This design comes from an exercise in tuning for small area, a short achievable clock period and few clock cycles per item on the open sky130 flow, not from production work.
Function was checked by simulation only, so behaviour that the tests miss may differ from the original.

Design gradient_row_span_generator, start of the top module:
module gradient_row_span_generator #(
  parameter int unsigned FbMaxDim = 8192
) (
  input  logic          clk_i,
  input  logic          rst_ni,
  input  logic          s_axis_tvalid,
  output logic          s_axis_tready,
  input  logic [127:0]  s_axis_tdata,
  output logic          m_axis_tvalid,
  input  logic          m_axis_tready,
  output logic [63:0]   m_axis_tdata,
  output logic          m_axis_tuser,
  input  logic          cfg_we_i,
  input  logic [1:0]    cfg_idx_i,
  input  logic [13:0]   cfg_wdata_i
);
  logic [13:0] fbw_q, fbh_q, str_q;
  logic [15:0] str3_q;                  
  logic [13:0] wsat;
  assign wsat = (cfg_wdata_i > 14'(FbMaxDim)) ? 14'(FbMaxDim) : cfg_wdata_i;
  always_ff @(posedge clk_i or negedge rst_ni) begin
    if (!rst_ni) begin
      fbw_q <= 14'd640;
      fbh_q <= 14'd480;
      str_q <= 14'd640;
    end else if (cfg_we_i) begin
      if (cfg_idx_i == 2'd0) fbw_q <= wsat;
      if (cfg_idx_i == 2'd1) fbh_q <= wsat;
      if (cfg_idx_i == 2'd2) str_q <= wsat;
    end
  end
  always_ff @(posedge clk_i or negedge rst_ni) begin
    if (!rst_ni) str3_q <= 16'd1920;
    else         str3_q <= {2'b00, str_q} + {1'b0, str_q, 1'b0};
  end
  logic [7:2]  vld_q;
  logic        k_vld_q;
  logic [64:0] f_q, k_q;
  logic        adv;
  assign adv           = !k_vld_q;
  assign s_axis_tready = adv;
  assign m_axis_tvalid = k_vld_q || vld_q[7];
  assign {m_axis_tuser, m_axis_tdata} = k_vld_q ? k_q : f_q;
  always_ff @(posedge clk_i or negedge rst_ni) begin
    if (!rst_ni) begin
      vld_q   <= '0;
      k_vld_q <= 1'b0;
    end else begin
      if (adv) vld_q <= {vld_q[6:2], s_axis_tvalid};
      if (!k_vld_q) k_vld_q <= vld_q[7] && !m_axis_tready;
      else if (m_axis_tready) k_vld_q <= 1'b0;
    end
  end
  always_ff @(posedge clk_i) begin
    if (!k_vld_q) k_q <= f_q;
  end
  logic signed [15:0] in_x, in_y, in_w, in_h;
  logic [14:0] in_j;
  logic [23:0] in_c0, in_c1;
  assign in_x  = s_axis_tdata[15:0];
  assign in_y  = s_axis_tdata[31:16];
  assign in_w  = s_axis_tdata[47:32];
  assign in_h  = s_axis_tdata[63:48];
  assign in_c0 = s_axis_tdata[87:64];
  assign in_c1 = s_axis_tdata[111:88];
  assign in_j  = s_axis_tdata[126:112];
  logic [16:0] s0_py, s0_xe;
  logic        s0_vis, s0_xe_ge;
  logic [14:0] s0_nd;
  logic [16:0] s0_j3;
  ...
Settings: LEC_CHECK=0, CAP_MARGIN=20, CORE_MARGIN=2, CORE_UTILIZATION=40, CTS_BUF_LIST=sky130_fd_sc_hd__clkbuf_4 sky130_fd_sc_hd__clkbuf_8, SETUP_SLACK_MARGIN=4.5, SLEW_MARGIN=20, TNS_END_PERCENT=20; clock period 8.5 ns.
run.sh (not shown) runs the stock make flow with config.mk's settings and CLKGATE_MAP_FILE= SYNTH_SCRIPT=/design/flow/synth_recipe.tcl, a recipe that flattens the netlist after the stock synthesis.
Testbench counts at the start, summed over its fixed seeds: cycles 16,048, items 16,000.
Next try:
--- a/flow/design.v
+++ b/flow/design.v
@@ -145,33 +145,23 @@
     end
   end
   always_ff @(posedge clk_i or negedge rst_ni) begin
     if (!rst_ni) str3_q <= 16'd1920;
     else         str3_q <= {2'b00, str_q} + {1'b0, str_q, 1'b0};
   end
   logic [7:2]  vld_q;
-  logic        k_vld_q;
-  logic [64:0] f_q, k_q;
+  logic [64:0] f_q;
   logic        adv;
-  assign adv           = !k_vld_q;
+  assign adv           = !vld_q[7] || m_axis_tready;
   assign s_axis_tready = adv;
-  assign m_axis_tvalid = k_vld_q || vld_q[7];
-  assign {m_axis_tuser, m_axis_tdata} = k_vld_q ? k_q : f_q;
+  assign m_axis_tvalid = vld_q[7];
+  assign {m_axis_tuser, m_axis_tdata} = f_q;
   always_ff @(posedge clk_i or negedge rst_ni) begin
-    if (!rst_ni) begin
-      vld_q   <= '0;
-      k_vld_q <= 1'b0;
-    end else begin
-      if (adv) vld_q <= {vld_q[6:2], s_axis_tvalid};
-      if (!k_vld_q) k_vld_q <= vld_q[7] && !m_axis_tready;
-      else if (m_axis_tready) k_vld_q <= 1'b0;
-    end
-  end
-  always_ff @(posedge clk_i) begin
-    if (!k_vld_q) k_q <= f_q;
+    if (!rst_ni) vld_q <= '0;
+    else if (adv) vld_q <= {vld_q[6:2], s_axis_tvalid};
   end
   logic signed [15:0] in_x, in_y, in_w, in_h;
   logic [14:0] in_j;
   logic [23:0] in_c0, in_c1;
   assign in_x  = s_axis_tdata[15:0];
   assign in_y  = s_axis_tdata[31:16];
   assign in_w  = s_axis_tdata[47:32];
Outcome:
- maximum frequency went down slightly
- setup slack gets worse by 0.061 ns
- routed wire length goes down by a few percent
- cell count goes down by a few percent
- clock skew drops by 0.021 ns
- core utilization goes up by 0.21 points
- via count came out lower slightly
- critical path depth grows by 3
Testbench counts after the change, summed over its fixed seeds: cycles 16,048, items 16,000.


RTL: one of the versions met above, not the one the previous note started from.
For scale: roughly 7,400 cells after synthesis, roughly 950 flip-flops, ~220 I/O pins, about 77,000 sq um of cells after synthesis.
==> flow/config.mk <==
export PLATFORM = sky130hd
export DESIGN_NAME = gradient_row_span_generator
export DESIGN_NICKNAME = gradient_row_span_generator
export VERILOG_FILES = /design/flow/design.v
export SDC_FILE = /design/flow/constraint.sdc
export NUM_CORES = 4
export LEC_CHECK = 0
export CAP_MARGIN = 20
export CORE_MARGIN = 2
export CORE_UTILIZATION = 40
export SETUP_SLACK_MARGIN = 4
export SLEW_MARGIN = 20
export TNS_END_PERCENT = 20
==> flow/constraint.sdc <==
create_clock -name core_clock -period 8.5 [get_ports {clk_i}]
set_input_delay 1.7000 -clock core_clock [delete_from_list [all_inputs] [get_ports {clk_i}]]
set_output_delay 1.7000 -clock core_clock [all_outputs]
set_load 0.01 [all_outputs]
Testbench counts at the start, summed over its fixed seeds: cycles 16,048, items 16,000.
==> next run, changes <==
--- a/flow/design.v
+++ b/flow/design.v
@@ -146,21 +146,31 @@
   end
   always_ff @(posedge clk_i or negedge rst_ni) begin
     if (!rst_ni) str3_q <= 16'd1920;
     else         str3_q <= {2'b00, str_q} + {1'b0, str_q, 1'b0};
   end
   logic [7:2]  vld_q;
-  logic [64:0] f_q;
+  logic        k_vld_q;
+  logic [64:0] f_q, k_q;
   logic        adv;
-  assign adv           = !vld_q[7] || m_axis_tready;
+  assign adv           = !k_vld_q;
   assign s_axis_tready = adv;
-  assign m_axis_tvalid = vld_q[7];
-  assign {m_axis_tuser, m_axis_tdata} = f_q;
+  assign m_axis_tvalid = k_vld_q || vld_q[7];
+  assign {m_axis_tuser, m_axis_tdata} = k_vld_q ? k_q : f_q;
   always_ff @(posedge clk_i or negedge rst_ni) begin
-    if (!rst_ni) vld_q <= '0;
-    else if (adv) vld_q <= {vld_q[6:2], s_axis_tvalid};
+    if (!rst_ni) begin
+      vld_q   <= '0;
+      k_vld_q <= 1'b0;
+    end else begin
+      if (adv) vld_q <= {vld_q[6:2], s_axis_tvalid};
+      if (!k_vld_q) k_vld_q <= vld_q[7] && !m_axis_tready;
+      else if (m_axis_tready) k_vld_q <= 1'b0;
+    end
+  end
+  always_ff @(posedge clk_i) begin
+    if (!k_vld_q) k_q <= f_q;
   end
   logic signed [15:0] in_x, in_y, in_w, in_h;
   logic [14:0] in_j;
   logic [23:0] in_c0, in_c1;
   assign in_x  = s_axis_tdata[15:0];
   assign in_y  = s_axis_tdata[31:16];
Sequential cell count rose by 66.
Critical path depth fell by 6.
Die area rose by a few percent.
Register-to-register slack loses 20 ps.
Cell area rose by a few percent.
First-iteration DRC count rose by a few percent.
Final cell count rose by a few percent.
Wire length rose by a few percent.
Sequential share of layout area rose by 0.78 points.
Utilization hardly moves.
Testbench counts after the change, summed over its fixed seeds: cycles 16,048, items 16,000.

[re-timing with driven ports]
The results above use ideal ports. As a check the final layouts listed here were re-extracted and re-timed, cells and wires unchanged. Step 1 assumes that a clkbuf_16 drives the clock port and a buf_2 every other input. Step 2 times the ports against the registers' clock, not the clock port: input delays grow and output delays shrink by t, the midpoint of the rising clock arrivals with the driver on. Three values: ideal, step 1, step 2; two values: the first two.
| run | t, ns | setup WS [ns] | clock arrival spread, ns |
|---|---|---|---|
| the first run of note 1 | 1.030 | 4.327 / 4.304 / 3.561 | 0.084 / 0.084 |
| the second run of note 1 | 1.003 | 4.266 / 4.266 / 3.397 | 0.067 / 0.067 |
| the first run of note 2 | 0.849 | 3.991 / 3.991 / 3.244 | 0.103 / 0.103 |
| the second run of note 2 | 0.855 | 3.954 / 3.967 / 3.155 | 0.086 / 0.086 |
After both steps every run listed still meets setup and hold. The setup slack of the second run of note 1, which loses most, moves by 0.000 ns with the drivers and by -0.869 ns with both steps.
